What follows belongs to an exercise in optimizing a design on an open flow for small area, a short achievable clock period and few clock cycles per item; a production flow would make more cautious choices.
Function was checked by simulation only, so behaviour that the tests miss may differ from the original.
Power and IR drop assume default switching activity.

==> flow/design.v (excerpt) <==
module byte_stack_machine (
  input  logic       clk_i,
  input  logic       rst_ni,
  input  logic       in_valid_i,
  output logic       in_stall_o,
  input  logic [7:0] in_action_i,
  input  logic [7:0] in_operand_i,
  output logic       out_valid_o,
  input  logic       out_stall_i,
  output logic [2:0] out_status_o,
  output logic [7:0] out_value_o
);
make LEC_CHECK=0 CAP_MARGIN=20 CORE_MARGIN=2 CORE_UTILIZATION=55 CTS_CLUSTER_DIAMETER=110 CTS_CLUSTER_SIZE=24 PLACE_DENSITY=0.7 SETUP_SLACK_MARGIN=3.65 SLEW_MARGIN=20 finish   # period 6.0 ns
run.sh (not shown) runs the stock make flow with config.mk's settings and CLKGATE_MAP_FILE= SYNTH_SCRIPT=/design/flow/synth_recipe.tcl, a recipe that flattens the netlist after the stock synthesis.
Testbench counts at the start, summed over its fixed seeds: cycles 17,507, items 16,000.
Change:
--- a/flow/config.mk
+++ b/flow/config.mk
@@ -10,2 +10,2 @@
-export CORE_UTILIZATION = 55
-export CTS_CLUSTER_DIAMETER = 110
+export CORE_UTILIZATION = 70
+export CTS_CLUSTER_DIAMETER = 100
@@ -13,2 +13,2 @@
-export PLACE_DENSITY = 0.7
-export SETUP_SLACK_MARGIN = 3.65
+export PLACE_DENSITY = 0.8
+export SETUP_SLACK_MARGIN = 3.45
Result:
- critical path depth does not change
- sequential power barely changes
- synthesized cell count stays the same
- total power fell by 1.5%
- worst setup slack is better by 0.11 ns
- routed wire length fell by 2.6%
- die area fell by 21%
- non-clock buffer count fell by 58
- area after synthesis is unchanged
- hold slack is better by 0.040 ns
- combinational power fell by 17%

* * *

Another version of the RTL of byte_stack_machine (not shown whole).
For scale: roughly 33 I/O pins, ~77,000 µm² of cells after synthesis.
==> flow/config.mk <==
export PLATFORM = sky130hd
export DESIGN_NAME = byte_stack_machine
export DESIGN_NICKNAME = byte_stack_machine
export VERILOG_FILES = /design/flow/design.v
export SDC_FILE = /design/flow/constraint.sdc
export NUM_CORES = 4
export LEC_CHECK = 0
export CAP_MARGIN = 20
export CORE_MARGIN = 2
export CORE_UTILIZATION = 40
export CTS_CLUSTER_SIZE = 20
export PLACE_DENSITY = 0.6
export SETUP_SLACK_MARGIN = 3.55
export SLEW_MARGIN = 20
==> flow/constraint.sdc <==
create_clock -name core_clock -period 6.0 [get_ports {clk_i}]
set_input_delay 1.2000 -clock core_clock [delete_from_list [all_inputs] [get_ports {clk_i}]]
set_output_delay 1.2000 -clock core_clock [all_outputs]
set_load 0.01 [all_outputs]
Testbench counts at the start, summed over its fixed seeds: cycles 17,507, items 16,000.
Change:
Settings changed: SETUP_SLACK_MARGIN 3.55 to 3.3.
Outcome: Worst hold slack improves by 84 ps. Sequential power is about the same. Non-clock buffer count drops by 30. Critical path depth drops by 2. Sequential share of layout area climbs by 0.40 points. Via count drops by 0.33%. Total power drops by 0.42%. Synthesized cell count does not change.

* * *

job 3021:
byte_stack_machine with an RTL version that a note above also has.
Size in the first run: about 7600 cells after synthesis, roughly 2100 flip-flops, ~76000 um2 of cells after synthesis.
export LEC_CHECK = 0
export CAP_MARGIN = 20
export CORE_MARGIN = 2
export CORE_UTILIZATION = 55
export CTS_CLUSTER_DIAMETER = 110
export CTS_CLUSTER_SIZE = 24
export PLACE_DENSITY = 0.7
export SETUP_SLACK_MARGIN = 3.45
export SLEW_MARGIN = 20
create_clock -name core_clock -period 6.0 [get_ports {clk_i}]
Testbench counts of job 3021, summed over its fixed seeds: cycles 17,507, items 16,000.
## Diff of input files: job 6458 against job 3021
- changing PLACE_DENSITY from 0.7 to 0.65
- changing CTS_CLUSTER_SIZE from 24 to 20
- changing CORE_UTILIZATION from 55 to 50
- changing CTS_CLUSTER_DIAMETER from 110 to 100
==> comparison <==
The required time of the worst setup path of job 3021 and that of job 6458 are within noise of each other. For the routed via count divided by cell count, job 6458 came in 0.17 lower than job 3021 did. Cmp job 6458 vs job 3021: HPWL reported at the end of detailed placement higher in job 6458.
The inputs of job 7376 differ from those of job 6458 as listed below.
- a change of CTS_CLUSTER_SIZE from 20 to 24
- a change of PLACE_DENSITY from 0.65 to 0.75
- a change of SETUP_SLACK_MARGIN from 3.45 to 3.5
- a change of CORE_UTILIZATION from 50 to 62
--- outcome ---
- Job 7376 gives less clock latency at the later pin of the worst-skew pair than job 6458 did.
- Total of clock buffers placed in the layout, job 7376 and job 6458: higher on job 6458
- The higher final worst setup slack of job 7376 and job 6458 is in job 7376.
- Sequential share of cell area: job 7376 > job 6458
- The estimated power of job 7376 ends up lower than the estimate for job 6458.
- Job 7376 vs job 6458, die boundary width went down by 10%.
- In job 7376 the global-route wire length before repair turned out about 2.6% lower than in job 6458.
- Post-CTS setup buffer count up 8 in job 7376 wrt job 6458
- Sort job 7376 and job 6458 by die area, ascending, and job 7376 comes first.
- Re utilization: job 7376 is 12 points up on job 6458.

-- port drivers added, routing unchanged --
In the flow no input, the clock included, has a driving cell. The finished layouts below were timed again as built, in two steps. Step 1, drivers: a clkbuf_16 drives clk_i and a buf_2 each remaining input, both assumed. Step 2, shift: input delay + t, output delay - t, t = (earliest + latest rising clock arrival at the registers) / 2. This alone moves slack from input paths to output paths. Slacks: ideal / step 1 / step 2; pairs: ideal / step 1.
run | t, ns | slack for setup (ns) | worst slew at a driven data input, ns
the first run of note 1 | 0.797 | 3.170 / 3.170 / 2.940 | 0.05
the second run of note 1 | 0.774 | 3.277 / 3.277 / 2.862 | 0.10
the first run of note 2 | 0.891 | 3.367 / 3.367 / 2.821 | 0.08
the second run of note 2 | 0.895 | 3.250 / 3.250 / 2.533 | 0.04
job 3021 | 0.805 | 3.260 / 3.260 / 2.765 | 0.07
job 6458 | 0.820 | 3.271 / 3.271 / 2.907 | 0.04
job 7376 | 0.786 | 3.300 / 3.300 / 2.861 | 0.04
After both steps setup and hold are still met in every run listed. The setup slack of the second run of note 2, which loses most, moves by 0.000 ns with the drivers and by -0.717 ns with both steps.
